Source: an optimization exercise on an open RTL-to-GDS flow (aim: small area). Production flows keep margins and buffers that such runs may drop. The RTL was checked by simulation tests, not by an equivalence proof against the original design.

==> run a <==
## enigma_top
module enigma_top (
  input  logic         clk,
  input  logic         reset_n,
  input  logic         set,
  input  logic         en,
  input  logic         valid,
  input  logic         dec,
  input  logic [7:0]   din,
  input  logic [31:0]  first_offset,
  input  logic [31:0]  second_offset,
  input  logic [31:0]  third_offset,
  input  logic [31:0]  first_delay,
  input  logic [31:0]  second_delay,
  input  logic [31:0]  third_delay,
  input  logic [207:0] first_idx_in,
  input  logic [207:0] second_idx_in,
  input  logic [207:0] third_idx_in,
  input  logic [207:0] reflector_idx_in,
  output logic [7:0]   dout,
  output logic         done
);
  function automatic logic [4:0] addv(input logic [4:0] a, input logic [4:0] b);
    logic [5:0] s;
    s = {1'b0, a} + {1'b0, b};
    if (s > 6'd26) s = s - 6'd26;
    addv = s[4:0];
  endfunction
  function automatic logic [4:0] subv(input logic [4:0] u, input logic [4:0] b);
    if (u > b) subv = u - b;
    else subv = u + 5'd26 - b;
  endfunction
  function automatic logic [4:0] inc26(input logic [4:0] a);
    inc26 = (a == 5'd25) ? 5'd0 : a + 5'd1;
  endfunction
  function automatic logic [4:0] dec26(input logic [4:0] a);
    dec26 = (a == 5'd0) ? 5'd25 : a - 5'd1;
  endfunction
  ...
Settings: LEC_CHECK=0, ABC_AREA=1, CAP_MARGIN=20, CORE_MARGIN=2, CORE_UTILIZATION=55, SLEW_MARGIN=20; clock period 25.0 ns.
run.sh (not shown) runs the stock make flow with config.mk's settings and CLKGATE_MAP_FILE= SYNTH_SCRIPT=/design/flow/synth_recipe.tcl, a recipe that flattens the netlist after the stock synthesis.
==> inputs of run b, as changes to run a <==
--- a/flow/design.v
+++ b/flow/design.v
@@ -75,16 +75,17 @@
   logic [3:0]   ph;                   
   logic         done_q;
   logic [7:0]   dout_q;
   logic [7:0]   r;                    
   logic         lt;                   
   logic [4:0]   p [3];                
-  logic [129:0] tw [3];               
-  logic [129:0] trf;                  
-  logic [31:0]  ce [3];               
-  logic [31:0]  cd [3];               
+  logic [129:0] tr0, tr1, tr2, tr3;
+  logic [1:0]   o;                    
+  logic         late;                 
+  logic [31:0]  ce0, cen1, ce2;
+  logic [31:0]  cd0, cdn1, cd2;
   logic [1:0]   rph;                  
   logic [2:0]   z, ini, pend, st;
   logic         dir;                  
   logic acc, acc_l, acc_dec, letter_in;
   assign letter_in = (din >= 8'd65) && (din <= 8'd90);
   assign acc     = !reset_n && !set && valid && en && (ph == 4'd0);
@@ -92,80 +93,92 @@
   assign acc_dec = acc_l && dec;
   logic [2:0] bor;
   assign bor[0] = z[0];
   assign bor[1] = z[0] & z[1];
   assign bor[2] = z[0] & z[1] & z[2];
   logic [129:0] tsel;
-  logic [4:0]   psel, key, uf, ub, u, res;
-  logic         bwd;
+  logic [4:0]   psel, key, kp, uf, ub, u, res;
+  logic [2:0]   k;
+  logic [1:0]   tn;
+  logic         bwd, hs, lk;
   always_comb begin
-    case (ph)
-      4'd1, 4'd7: begin tsel = tw[0]; psel = p[0]; end
-      4'd2, 4'd6: begin tsel = tw[1]; psel = p[1]; end
-      4'd3, 4'd5: begin tsel = tw[2]; psel = p[2]; end
-      default:    begin tsel = trf;   psel = 5'd0; end
+    k = 3'(ph - {3'b000, late});
+    lk = (ph != 4'd0) && (k != 3'd0);
+    case (k)
+      3'd1, 3'd7: begin tn = 2'd0; psel = p[0]; end
+      3'd2, 3'd6: begin tn = 2'd1; psel = p[1]; end
+      3'd3, 3'd5: begin tn = 2'd2; psel = p[2]; end
+      default:    begin tn = 2'd3; psel = 5'd0; end
     endcase
-    bwd = (ph == 4'd5) || (ph == 4'd6) || (ph == 4'd7);
+    hs = tn[1] ^ o[1];
+    tsel = hs ? tr2 : tr0;                
+    bwd = (k == 3'd5) || (k == 3'd6) || (k == 3'd7);
     key = addv(r[4:0], psel);
+    kp = key ^ {5{~o[0]}};
     uf = 5'd0;
     ub = 5'd0;
     for (int i = 0; i < 26; i++) begin
-      if (key == 5'(i + 1)) uf = tsel[5*i +: 5];
-      if (tsel[5*i +: 5] == key) ub = ub | 5'(i + 1);
-    end
+      uf = uf | ({5{key == 5'(i + 1)}} & tsel[5*i +: 5]);
+      if (tsel[5*i +: 5] == kp) ub = ub | 5'(i + 1);
+    end
+    uf = uf ^ {5{~o[0]}};
     u = bwd ? ub : uf;
     res = subv(u, psel);
   end
-  logic [31:0] e_in, e_eff, e_pm, e_new;
+  logic [31:0] e_eff, e_pm, e_new;
   logic [31:0] flip;
   logic        pr, zr, ir, wrap;
   logic [4:0]  red, pinit;
   always_comb begin
     pr = pend[rph];
     zr = z[rph];
     ir = ini[rph];
-    e_in  = ir ? 32'd1 : ce[0];
-    e_eff = (cd[0] == 32'd0) ? 32'd1 : cd[0];
+    e_eff = (cd0 == 32'd0) ? 32'd1 : cd0;
     flip[0] = 1'b1;
-    for (int i = 1; i < 32; i++) flip[i] = flip[i-1] & (e_in[i-1] ^ dir);
-    e_pm = e_in ^ flip;
-    wrap = dir ? zr : (e_in == e_eff);
-    if (!pr) e_new = e_in;
+    for (int i = 1; i < 32; i++) flip[i] = flip[i-1] & (ce0[i-1] ^ dir);
+    e_pm = ce0 ^ flip;
+    wrap = dir ? zr : (ce0 == e_eff);
+    if (ir) e_new = 32'd1;
+    else if (!pr) e_new = ce0;
     else if (wrap) e_new = dir ? e_eff : 32'd1;
     else e_new = e_pm;
-    red = mod26(ce[0]);
+    red = mod26(ce0);
     pinit = (((pend[rph] & dir) | (acc_dec & bor[rph])) != 1'b0) ? dec26(red) : red;
   end
   always_ff @(posedge clk) begin
     if (set) begin
       for (int i = 0; i < 26; i++) begin
-        tw[0][5*i +: 5] <= first_idx_in[8*i +: 5];
-        tw[1][5*i +: 5] <= second_idx_in[8*i +: 5];
-        tw[2][5*i +: 5] <= third_idx_in[8*i +: 5];
-        trf[5*i +: 5]   <= reflector_idx_in[8*i +: 5];
+        tr0[5*i +: 5] <= ~first_idx_in[8*i +: 5];
+        tr1[5*i +: 5] <= ~second_idx_in[8*i +: 5];
+        tr2[5*i +: 5] <= ~third_idx_in[8*i +: 5];
+        tr3[5*i +: 5] <= ~reflector_idx_in[8*i +: 5];
       end
+      o <= 2'd0;
+    end else begin
+      tr0 <= ~tr1;  tr1 <= ~tr2;  tr2 <= ~tr3;  tr3 <= ~tr0;
+      o <= o + 2'd1;
     end
     if (set) begin
-      ce[0] <= first_offset;  ce[1] <= second_offset;  ce[2] <= third_offset;
-      cd[0] <= first_delay;   cd[1] <= second_delay;   cd[2] <= third_delay;
+      ce0 <= first_offset;  cen1 <= ~second_offset;  ce2 <= third_offset;
+      cd0 <= first_delay;   cdn1 <= ~second_delay;   cd2 <= third_delay;
       rph  <= 2'd0;
       z    <= 3'b111;
       ini  <= 3'b111;
       pend <= 3'b000;
       st   <= 3'b000;
     end else begin
-      ce[0] <= ce[1];  ce[1] <= ce[2];  ce[2] <= e_new;
-      cd[0] <= cd[1];  cd[1] <= cd[2];  cd[2] <= cd[0];
+      ce0 <= ~cen1;  cen1 <= ~ce2;  ce2 <= e_new;
+      cd0 <= ~cdn1;  cdn1 <= ~cd2;  cd2 <= cd0;
       rph <= (rph == 2'd2) ? 2'd0 : rph + 2'd1;
       z[rph]    <= (e_new == 32'd1);
       ini[rph]  <= 1'b0;
-      if (pr && !dir && wrap) begin
+      if (pr && !ir && !dir && wrap) begin
         st[rph] <= 1'b1;
         if (rph != 2'd2) pend[rph + 2'd1] <= 1'b1;
       end
-      pend[rph] <= 1'b0;
+      if (!ir) pend[rph] <= 1'b0;
       if (ph == 4'd8) st <= 3'b000;
       if (acc_l) begin
         dir <= dec;
         pend[0] <= 1'b1;
         if (dec) begin
           pend[1] <= z[0];
@@ -177,27 +190,28 @@
       if (ini[k]) begin
         if (rph == 2'(k)) p[k] <= pinit;
       end else if (acc_dec && bor[k]) p[k] <= dec26(p[k]);
       else if (ph == 4'd8 && st[k]) p[k] <= inc26(p[k]);
     end
     if (acc) begin
-      r  <= din;
-      lt <= letter_in;
-    end else if (lt && ph != 4'd0 && ph != 4'd8) begin
+      r    <= din;
+      lt   <= letter_in;
+      late <= ~o[0];
+    end else if (lt && lk) begin
       r[4:0] <= res;
     end
     if (reset_n) begin
       ph     <= 4'd0;
       done_q <= 1'b0;
       dout_q <= 8'd0;
     end else if (set) begin
       ph     <= 4'd0;
       done_q <= 1'b0;
     end else begin
       done_q <= (ph == 4'd8);
-      if (ph == 4'd8) dout_q <= r;
+      if (ph == 4'd8) dout_q <= {r[7:5], (late && lt) ? res : r[4:0]};
       if (acc) ph <= 4'd1;
       else if (ph == 4'd8) ph <= 4'd0;
       else if (ph != 4'd0) ph <= ph + 4'd1;
     end
   end
   assign dout = dout_q;
==> flow/flow/run.sh (new file) <==
#!/bin/bash
# Own layout flow: the standard flow (standard.sh) with
#  - the same synthesis script, but ABC maps with flow/area.abc (area oriented),
#  - port buffers of the smallest buffer cell,
#  - a clock tree of smaller leaf buffers and without dummy loads.
# The make output goes to flow_make.log; each step's tool log is under orfs/logs/.
set -uo pipefail
W=$PWD
export AREA_ABC_SCRIPT=$W/flow/area.abc
export BUFFER_PORTS_ARGS="-buffer_cell sky130_fd_sc_hd__buf_1"
export CTS_ARGS="-sink_clustering_enable -repair_clock_nets -dont_use_dummy_load -buf_list sky130_fd_sc_hd__clkbuf_8 -root_buf sky130_fd_sc_hd__clkbuf_16 -sink_clustering_size 12 -sink_clustering_max_diameter 50"
cat flow/synth_pre.tcl synth_recipe.tcl > my_synth.tcl
sed -e "s#SYNTH_SCRIPT=[^ ]*#SYNTH_SCRIPT=$W/my_synth.tcl#" standard.sh > my_standard.sh
bash my_standard.sh > flow_make.log 2>&1
==> flow/flow/area.abc (new file) <==
strash
balance
rewrite
refactor
balance
rewrite
rewrite -z
balance
refactor -z
rewrite -z
balance
dch -f
amap
topo
==> flow/flow/synth_pre.tcl (new file) <==
# Same synthesis as synth_recipe.tcl, with an area-oriented ABC mapping script.
proc abc {args} {
  set i [lsearch -exact $args -script]
  if { $i >= 0 } {
    lset args [expr {$i + 1}] $::env(AREA_ABC_SCRIPT)
  }
  yosys abc {*}$args
}
==> flow/standard.sh (new file) <==
#!/bin/bash
# synth_recipe.tcl (not shown) runs the flow's synth.tcl, then flattens the netlist and writes it again
# the make line also repeats each setting of config.mk as NAME=value (left out here)
make -C /OpenROAD-flow-scripts/flow DESIGN_CONFIG=/design/flow/config.mk WORK_HOME=/design/flow/orfs CLKGATE_MAP_FILE= SYNTH_SCRIPT=/design/flow/synth_recipe.tcl "${@:-finish}"
CORE_AREA = 4 4 556 156   (was not set)
CORE_MARGIN = not set   (was 2)
CORE_UTILIZATION = not set   (was 55)
DIE_AREA = 0 0 560 160   (was not set)
removed: flow/run.sh
==> inputs of run c, as changes to run a <==
--- a/flow/design.v
+++ b/flow/design.v
@@ -75,14 +75,15 @@
   logic [3:0]   ph;                   
   logic         done_q;
   logic [7:0]   dout_q;
   logic [7:0]   r;                    
   logic         lt;                   
   logic [4:0]   p [3];                
-  logic [129:0] tw [3];               
-  logic [129:0] trf;                  
+  logic [129:0] tr [4];               
+  logic [1:0]   o;                    
+  logic         late;                 
   logic [31:0]  ce [3];               
   logic [31:0]  cd [3];               
   logic [1:0]   rph;                  
   logic [2:0]   z, ini, pend, st;
   logic         dir;                  
   logic acc, acc_l, acc_dec, letter_in;
@@ -93,21 +94,27 @@
   logic [2:0] bor;
   assign bor[0] = z[0];
   assign bor[1] = z[0] & z[1];
   assign bor[2] = z[0] & z[1] & z[2];
   logic [129:0] tsel;
   logic [4:0]   psel, key, uf, ub, u, res;
-  logic         bwd;
+  logic [2:0]   k;
+  logic [1:0]   tn;
+  logic         bwd, hs, lk;
   always_comb begin
-    case (ph)
-      4'd1, 4'd7: begin tsel = tw[0]; psel = p[0]; end
-      4'd2, 4'd6: begin tsel = tw[1]; psel = p[1]; end
-      4'd3, 4'd5: begin tsel = tw[2]; psel = p[2]; end
-      default:    begin tsel = trf;   psel = 5'd0; end
+    k = 3'(ph - {3'b000, late});
+    lk = (ph != 4'd0) && (k != 3'd0);
+    case (k)
+      3'd1, 3'd7: begin tn = 2'd0; psel = p[0]; end
+      3'd2, 3'd6: begin tn = 2'd1; psel = p[1]; end
+      3'd3, 3'd5: begin tn = 2'd2; psel = p[2]; end
+      default:    begin tn = 2'd3; psel = 5'd0; end
     endcase
-    bwd = (ph == 4'd5) || (ph == 4'd6) || (ph == 4'd7);
+    hs = tn[1] ^ o[1];
+    tsel = hs ? tr[2] : tr[0];
+    bwd = (k == 3'd5) || (k == 3'd6) || (k == 3'd7);
     key = addv(r[4:0], psel);
     uf = 5'd0;
     ub = 5'd0;
     for (int i = 0; i < 26; i++) begin
       if (key == 5'(i + 1)) uf = tsel[5*i +: 5];
       if (tsel[5*i +: 5] == key) ub = ub | 5'(i + 1);
@@ -135,17 +142,21 @@
     red = mod26(ce[0]);
     pinit = (((pend[rph] & dir) | (acc_dec & bor[rph])) != 1'b0) ? dec26(red) : red;
   end
   always_ff @(posedge clk) begin
     if (set) begin
       for (int i = 0; i < 26; i++) begin
-        tw[0][5*i +: 5] <= first_idx_in[8*i +: 5];
-        tw[1][5*i +: 5] <= second_idx_in[8*i +: 5];
-        tw[2][5*i +: 5] <= third_idx_in[8*i +: 5];
-        trf[5*i +: 5]   <= reflector_idx_in[8*i +: 5];
+        tr[0][5*i +: 5] <= first_idx_in[8*i +: 5];
+        tr[1][5*i +: 5] <= second_idx_in[8*i +: 5];
+        tr[2][5*i +: 5] <= third_idx_in[8*i +: 5];
+        tr[3][5*i +: 5] <= reflector_idx_in[8*i +: 5];
       end
+      o <= 2'd0;
+    end else begin
+      tr[0] <= tr[1];  tr[1] <= tr[2];  tr[2] <= tr[3];  tr[3] <= tr[0];
+      o <= o + 2'd1;
     end
     if (set) begin
       ce[0] <= first_offset;  ce[1] <= second_offset;  ce[2] <= third_offset;
       cd[0] <= first_delay;   cd[1] <= second_delay;   cd[2] <= third_delay;
       rph  <= 2'd0;
       z    <= 3'b111;
@@ -177,27 +188,28 @@
       if (ini[k]) begin
         if (rph == 2'(k)) p[k] <= pinit;
       end else if (acc_dec && bor[k]) p[k] <= dec26(p[k]);
       else if (ph == 4'd8 && st[k]) p[k] <= inc26(p[k]);
     end
     if (acc) begin
-      r  <= din;
-      lt <= letter_in;
-    end else if (lt && ph != 4'd0 && ph != 4'd8) begin
+      r    <= din;
+      lt   <= letter_in;
+      late <= ~o[0];
+    end else if (lt && lk) begin
       r[4:0] <= res;
     end
     if (reset_n) begin
       ph     <= 4'd0;
       done_q <= 1'b0;
       dout_q <= 8'd0;
     end else if (set) begin
       ph     <= 4'd0;
       done_q <= 1'b0;
     end else begin
       done_q <= (ph == 4'd8);
-      if (ph == 4'd8) dout_q <= r;
+      if (ph == 4'd8) dout_q <= {r[7:5], (late && lt) ? res : r[4:0]};
       if (acc) ph <= 4'd1;
       else if (ph == 4'd8) ph <= 4'd0;
       else if (ph != 4'd0) ph <= ph + 4'd1;
     end
   end
   assign dout = dout_q;
CORE_AREA = 4 4 556 156   (was not set)
CORE_MARGIN = not set   (was 2)
CORE_UTILIZATION = not set   (was 55)
DIE_AREA = 0 0 560 160   (was not set)
==> comparison table <==
metric                                                                           run b                   run c                   run a
Worst R2R End                                                        p[2][3]$_DFFE_PP_  dout_q[4]$_SDFFE_PP0P_                       -
Number of instances in the placed design                                          4874                    6705                       -
Fraction of synthesized area in multiplexers                                        0%                0.05728%                0.02819%
Post-Synth Adder-Cell Area                                                      4.242%                  3.523%                  3.468%
Port-buffer cells                                                                  734                     734                       -
Run status                                                              finished clean          finished clean  stopped before the end
Failing step                                                                         -                       -           3_2_place_iop
Number of DRC violations after detailed-routing iteration 0                       3188                    4160                       -
Fraction of area in multi-input gates                                           36.45%                  37.17%                       -
Worst Hold Path EP                                                     tr0[33]$_DFF_P_        ce[1][1]$_DFF_P_                       -
Seq/total area                                                                  45.17%                  34.45%                       -
Detailed route wirelength on metal2                                           50.80 mm                57.95 mm                       -
Placement Cell Area                                                         33500 um^2              43080 um^2                       -
Share of final-layout standard cells stronger than drive strength 1             3.074%                  3.734%                       -
DRC viols                                                                            0                       0                       -
Clock tree sinks                                                                   767                     767                       -
CORE AREA                                                                   82510 um^2              82510 um^2                       -
Clock latency on the worst-skew pair                                           0.62 ns                 0.70 ns                       -
Number of tap instances                                                           1111                    1111                       -
Compound-cell area share of the yosys netlist                                   30.57%                  9.473%                  10.37%
Fraction of the yosys area taken by sequential cells                            53.80%                  44.68%                  58.45%

## port drivers added, routing unchanged
The flow's constraints put no driver on any port. The routed layouts listed below were extracted and timed again, unchanged, in two steps. Step 1: set_driving_cell puts a clkbuf_16 on clk and a buf_2 on each other input, an assumption about the parent block. Step 2 moves the port delays by t, midway between the first and last clock arrival at a register: inputs arrive t later, outputs are due t later. That takes back most of the time a late clock gives input paths. Slacks: ideal ports / drivers / drivers and shift; pairs: ideal ports / drivers.
run	t (ns)	setup WS [ns]	hold WS [ns]	clock arrival spread, ns	slew at the worst register clock pin (ns)
run b	0.662	12.393 / 12.393 / 12.393	0.379 / 0.379 / 0.379	0.116 / 0.117	0.10 / 0.10
run c	0.764	14.534 / 14.534 / 14.534	0.413 / 0.413 / 0.413	0.023 / 0.024	0.08 / 0.08
After both steps setup and hold are still met in every run listed.
